From an optimization exercise on the open Yosys and OpenROAD flow, aimed at small area; shortcuts taken in it are not production practice.
Function was checked by simulation only, so behaviour that the tests miss may differ from the original.
Power figures rest on the tool's default switching activity, not on a simulated workload.

== the baseline ==
==> flow/design.v <==
`timescale 1ns/100ps
`default_nettype none
module measure_core (
  input  wire logic        gmii_tx_clk,
  input  wire logic        sys_rst,
  input  wire logic        sec_oneshot,
  input  wire logic [31:0] global_counter,
  input  wire logic [9:0]  rx_in,            
  output logic      [7:0]  gmii_txd,
  output logic             gmii_tx_en,
  output logic      [31:0] rx_pps,
  output logic      [31:0] rx_throughput,
  output logic      [31:0] rx_latency
);
  localparam logic [47:0] OWN_MAC  = 48'h003776_000101;
  localparam logic [31:0] OWN_IPV4 = {8'd10, 8'd0, 8'd21, 8'd105};
  wire       rx_valid  = rx_in[9];
  wire       rx_infr   = rx_in[8];
  wire [7:0] rx_data   = rx_in[7:0];
  wire       beat_byte = rx_valid & rx_infr;
  wire       beat_end  = rx_valid & ~rx_infr;
  logic [15:0] byte_cnt;
  logic        rx_closed;
  logic        stat_done;
  logic        arp_ok;      
  logic        magic_ok;    
  logic [47:0] rx_src_mac;
  logic [31:0] rx_ip;       
  wire       cnt_live = beat_byte & ~rx_closed;
  wire       decide   = cnt_live && (byte_cnt == 16'd51);
  logic      ok_first;    
  logic      ok_byte;     
  logic [7:0] ok_exp;
  always_comb begin
    ok_first = 1'b0;
    ok_byte  = 1'b1;
    ok_exp   = 8'h00;
    case (byte_cnt)
      16'd12: begin ok_first = 1'b1; ok_exp = 8'h08; end
      16'd13: ok_exp = 8'h06;
      16'd20: ok_exp = 8'h00;
      16'd21: ok_exp = 8'h01;
      16'd38: ok_exp = OWN_IPV4[31:24];
      16'd39: ok_exp = OWN_IPV4[23:16];
      16'd40: ok_exp = OWN_IPV4[15:8];
      16'd41: ok_exp = OWN_IPV4[7:0];
      default: ok_byte = 1'b0;
    endcase
  end
  logic      mg_byte;
  logic [7:0] mg_exp;
  always_comb begin
    mg_byte = 1'b1;
    mg_exp  = 8'h00;
    case (byte_cnt)
      16'd42: mg_exp = 8'hcc;
      16'd43: mg_exp = 8'h55;
      16'd44: mg_exp = 8'haa;
      16'd45: mg_exp = 8'h33;
      16'd46: mg_exp = 8'h0f;
      default: mg_byte = 1'b0;
    endcase
  end
  wire in_mac   = (byte_cnt >= 16'd6)  && (byte_cnt < 16'd12);
  wire in_ip    = (byte_cnt >= 16'd28) && (byte_cnt < 16'd32);
  wire in_stamp = (byte_cnt >= 16'd47) && (byte_cnt < 16'd51);
  always_ff @(posedge gmii_tx_clk) begin
    if (cnt_live) begin
      if (ok_byte) arp_ok <= (ok_first | arp_ok) & (rx_data == ok_exp);
      if (mg_byte) magic_ok <= ((byte_cnt == 16'd42) | magic_ok) & (rx_data == mg_exp);
      if (in_mac) rx_src_mac <= {rx_src_mac[39:0], rx_data};
      if (in_ip || (in_stamp && magic_ok)) rx_ip <= {rx_ip[23:0], rx_data};
    end
  end
  always_ff @(posedge gmii_tx_clk) begin
    if (beat_end) begin
    end else if (beat_byte) begin
      byte_cnt <= rx_closed ? 16'd1 : byte_cnt + 16'd1;
    end
  end
  always_ff @(posedge gmii_tx_clk) begin
    if (sys_rst) begin
      rx_closed <= 1'b1;
      stat_done <= 1'b0;
    end else begin
      stat_done <= beat_end && !rx_closed && (byte_cnt != 16'd0);
      if (beat_end)       rx_closed <= 1'b1;
      else if (beat_byte) rx_closed <= 1'b0;
    end
  end
  logic [31:0] lat_diff;
  always_comb begin
    logic [31:0] p, g, pg, gg;
    p  = global_counter ^ ~rx_ip;
    g  = global_counter & ~rx_ip;
    gg = g;
    pg = p;
    gg[0] = g[0] | p[0];             
    for (int d = 1; d < 32; d = d * 2)            
      for (int i = 2 * d - 1; i < 32; i += 2 * d) begin
        gg[i] = gg[i] | (pg[i] & gg[i - d]);
        pg[i] = pg[i] & pg[i - d];
      end
    for (int d = 8; d >= 1; d = d / 2)            
      for (int i = 3 * d - 1; i < 32; i += 2 * d) begin
        gg[i] = gg[i] | (pg[i] & gg[i - d]);
        pg[i] = pg[i] & pg[i - d];
      end
    lat_diff = p ^ {gg[30:0], 1'b1};
  end
  always_ff @(posedge gmii_tx_clk) begin
    if (sys_rst || (decide && magic_ok)) begin
      rx_latency <= lat_diff & {32{~sys_rst}};
    end
  end
  logic [31:0] pkt_acc;
  logic [31:0] byte_acc;
  always_ff @(posedge gmii_tx_clk) begin
    if (sys_rst || sec_oneshot) begin
      rx_pps        <= pkt_acc;
      rx_throughput <= byte_acc;
    end
  end
  always_ff @(posedge gmii_tx_clk) begin
    if (sys_rst || sec_oneshot) begin
      pkt_acc  <= '0;
      byte_acc <= '0;
    end else begin
      pkt_acc  <= pkt_acc + {31'h0, stat_done};
      byte_acc <= byte_acc + {16'h0, byte_cnt & {16{stat_done}}};
    end
  end
  logic        req_valid;
  logic [1:0]  q_count;
  logic [79:0] q_tail;
  logic [79:0] q_head;
  logic        pop;
  wire take = decide && arp_ok && !magic_ok && !q_count[1];
  always_ff @(posedge gmii_tx_clk) begin
    if (take) q_tail <= {rx_src_mac, rx_ip};
    if (pop || q_count == 2'd0) q_head <= q_tail;
  end
  always_ff @(posedge gmii_tx_clk) begin
    if (sys_rst) begin
      req_valid <= 1'b0;
      q_count   <= 2'd0;
    end else begin
      req_valid <= take;
      case ({req_valid, pop})
        2'b10:   q_count <= q_count + 2'd1;
        2'b01:   q_count <= q_count - 2'd1;
        default: q_count <= q_count;
      endcase
    end
  end
  logic [6:0]  tx_cnt;
  logic [47:0] dst_mac;
  logic [31:0] dst_ip;
  logic [31:0] crc_q;
  logic [7:0]  tx_byte;
  assign pop = ~gmii_tx_en & (q_count != 2'd0);
  function automatic logic [7:0] mac_byte(input logic [47:0] m, input logic [2:0] i);
    case (i)
      3'd0:    mac_byte = m[47:40];
      3'd1:    mac_byte = m[39:32];
      3'd2:    mac_byte = m[31:24];
      3'd3:    mac_byte = m[23:16];
      3'd4:    mac_byte = m[15:8];
      default: mac_byte = m[7:0];
    endcase
  endfunction
  always_comb begin
    case (tx_cnt)
      7'd7:  tx_byte = 8'hd5;
      7'd8, 7'd9, 7'd10, 7'd11, 7'd12, 7'd13:
             tx_byte = mac_byte(dst_mac, tx_cnt[2:0]);
      7'd14, 7'd30: tx_byte = OWN_MAC[47:40];
      7'd15, 7'd31: tx_byte = OWN_MAC[39:32];
      7'd16, 7'd32: tx_byte = OWN_MAC[31:24];
      7'd17, 7'd33: tx_byte = OWN_MAC[23:16];
      7'd18, 7'd34: tx_byte = OWN_MAC[15:8];
      7'd19, 7'd35: tx_byte = OWN_MAC[7:0];
      7'd20: tx_byte = 8'h08;
      7'd21: tx_byte = 8'h06;
      7'd22: tx_byte = 8'h00;
      7'd23: tx_byte = 8'h01;
      7'd24: tx_byte = 8'h08;
      7'd25: tx_byte = 8'h00;
      7'd26: tx_byte = 8'h06;
      7'd27: tx_byte = 8'h04;
      7'd28: tx_byte = 8'h00;
      7'd29: tx_byte = 8'h02;
      7'd36: tx_byte = OWN_IPV4[31:24];
      7'd37: tx_byte = OWN_IPV4[23:16];
      7'd38: tx_byte = OWN_IPV4[15:8];
      7'd39: tx_byte = OWN_IPV4[7:0];
      7'd40, 7'd41, 7'd42, 7'd43, 7'd44, 7'd45:
             tx_byte = mac_byte(dst_mac, tx_cnt[2:0]);
      7'd46: tx_byte = dst_ip[31:24];
      7'd47: tx_byte = dst_ip[23:16];
      7'd48: tx_byte = dst_ip[15:8];
      7'd49: tx_byte = dst_ip[7:0];
      7'd68, 7'd69, 7'd70, 7'd71: tx_byte = ~crc_q[7:0];
      default: tx_byte = (tx_cnt < 7'd7) ? 8'h55 : 8'h00;
    endcase
  end
  assign gmii_txd = gmii_tx_en ? tx_byte : 8'h00;
  function automatic logic [31:0] crc_byte(input logic [31:0] c, input logic [7:0] d);
    logic [31:0] r;
    logic        fb;
    r = c;
    for (int i = 0; i < 8; i++) begin
      fb = r[0] ^ d[i];
      r  = r >> 1;
      if (fb) r = r ^ 32'hedb88320;
    end
    crc_byte = r;
  endfunction
  wire       tx_fcs  = (tx_cnt >= 7'd68);
  wire [7:0] crc_din = tx_fcs ? crc_q[7:0] : tx_byte;
  always_ff @(posedge gmii_tx_clk) begin
    if (!gmii_tx_en || tx_cnt < 7'd8) crc_q <= 32'hffffffff;
    else                              crc_q <= crc_byte(crc_q, crc_din);
  end
  always_ff @(posedge gmii_tx_clk) begin
    if (sys_rst) begin
      gmii_tx_en <= 1'b0;
      tx_cnt     <= '0;
    end else if (pop) begin
      gmii_tx_en <= 1'b1;
      tx_cnt     <= '0;
    end else if (gmii_tx_en) begin
      if (tx_cnt == 7'd71) gmii_tx_en <= 1'b0;
      else                 tx_cnt <= tx_cnt + 7'd1;
    end
  end
  always_ff @(posedge gmii_tx_clk) begin
    if (pop) {dst_mac, dst_ip} <= q_head;
  end
endmodule
`default_nettype wire
Settings: LEC_CHECK=0, CAP_MARGIN=0, CORE_MARGIN=2, CORE_UTILIZATION=55, SLEW_MARGIN=0; clock period 5.0 ns.
standard.sh (not shown) runs the stock make flow with config.mk's settings and CLKGATE_MAP_FILE= SYNTH_SCRIPT=/design/flow/synth_recipe.tcl, a recipe that flattens the netlist after the stock synthesis.
==> flow/flow/run.sh <==
#!/bin/bash
# Standard layout with three changes:
#  - synthesis maps logic with an area-oriented ABC script (flow/area.abc)
#    after mapping the latency subtractor as written (flow/cone.abc),
#    through the standard flow's own synthesis script with ABC's call redirected;
#  - ports get the smallest buffer (buf_1);
#  - the clock tree uses clkbuf_8 without dummy loads.
set -e
W=$PWD
export AREA_ABC_SCRIPT=$W/flow/area.abc
export CONE_ABC_SCRIPT=$W/flow/cone.abc
{ head -1 synth_recipe.tcl; echo "source $W/flow/abc_area.tcl"; tail -n +2 synth_recipe.tcl; } > $W/area_synth.tcl
sed "s#SYNTH_SCRIPT=[^ ]*#SYNTH_SCRIPT=$W/area_synth.tcl#" standard.sh > $W/area_standard.sh
grep -q "SYNTH_SCRIPT=$W/area_synth.tcl" $W/area_standard.sh
export BUFFER_PORTS_ARGS="-buffer_cell sky130_fd_sc_hd__buf_1"
export CTS_ARGS="-sink_clustering_enable -repair_clock_nets -dont_use_dummy_load -buf_list sky130_fd_sc_hd__clkbuf_8 -sink_clustering_size 20 -sink_clustering_max_diameter 60"
bash $W/area_standard.sh > standard.log 2>&1
==> flow/flow/abc_area.tcl <==
# Replaces ABC's call in the standard flow's synthesis script. Flip-flops are mapped
# before ABC runs, so the registers are those of the standard synthesis.
# The logic fed by global_counter (the latency subtractor, written as a
# Brent-Kung adder in the RTL) is mapped first without restructuring, so
# it keeps its log-depth carries; the rest is mapped for area.
proc abc {args} {
  set i [lsearch $args -script]
  set cone [lreplace $args $i [expr {$i + 1}] -script $::env(CONE_ABC_SCRIPT)]
  yosys abc {*}$cone w:global_counter %co*
  set rest [lreplace $args $i [expr {$i + 1}] -script $::env(AREA_ABC_SCRIPT)]
  yosys abc {*}$rest
}
==> flow/flow/area.abc <==
strash
ifraig
scorr
dc2
dc2
strash
&get -n
&st
&dch -f
&nf -E 100
&put
==> flow/flow/cone.abc <==
strash
map
Inputs modified between the baseline and the candidate:
--- a/flow/design.v
+++ b/flow/design.v
@@ -110,6 +110,8 @@
   end
   always_ff @(posedge gmii_tx_clk) begin
-    if (sys_rst || (decide && magic_ok)) begin
-      rx_latency <= lat_diff & {32{~sys_rst}};
+    if (sys_rst) begin
+      rx_latency <= '0;
+    end else if (decide && magic_ok) begin
+      rx_latency <= lat_diff;
     end
   end
==> run summary <==
- The final layout from the candidate, which completed every stage, passed the timing, DRC and antenna checks at the end of the flow.
- Of the baseline and the candidate, the run reporting the higher fraction of power spent switching nets was the baseline.
- Sequential cell count came out exactly the same in the baseline and the candidate.
- Cell depth of the worst setup path: lower on the baseline
- Against the baseline, post-synthesis net count in the candidate rose by a few percent.
- The antenna diode count of the candidate falls short of that of the baseline by 4.

==> separate check: timing with driven ports <==
No port has a modelled driver above. Below, the same layouts with a new extraction and two added sets of constraints.
Step 1 (the two cells are an assumption about what drives the block):
set clk [get_ports {gmii_tx_clk}]
set_driving_cell -lib_cell sky130_fd_sc_hd__clkbuf_16 $clk
set_driving_cell -lib_cell sky130_fd_sc_hd__buf_2 [delete_from_list [all_inputs] $clk]
Step 2, shift: input delay + t, output delay - t, t = (earliest + latest rising clock arrival at the registers) / 2. This alone moves slack from input paths to output paths.
a / b / c = no drivers / after step 1 / after step 2; a / b = the first two.
| run | shift t [ns] | setup WS [ns] | clock arrival spread, ns |
|---|---|---|---|
| the baseline | 0.649 | 0.306 / 0.256 / 0.374 | 0.094 / 0.095 |
| the candidate | 0.628 | 0.272 / 0.242 / 0.272 | 0.078 / 0.078 |
After both steps setup and hold are still met in every run listed.
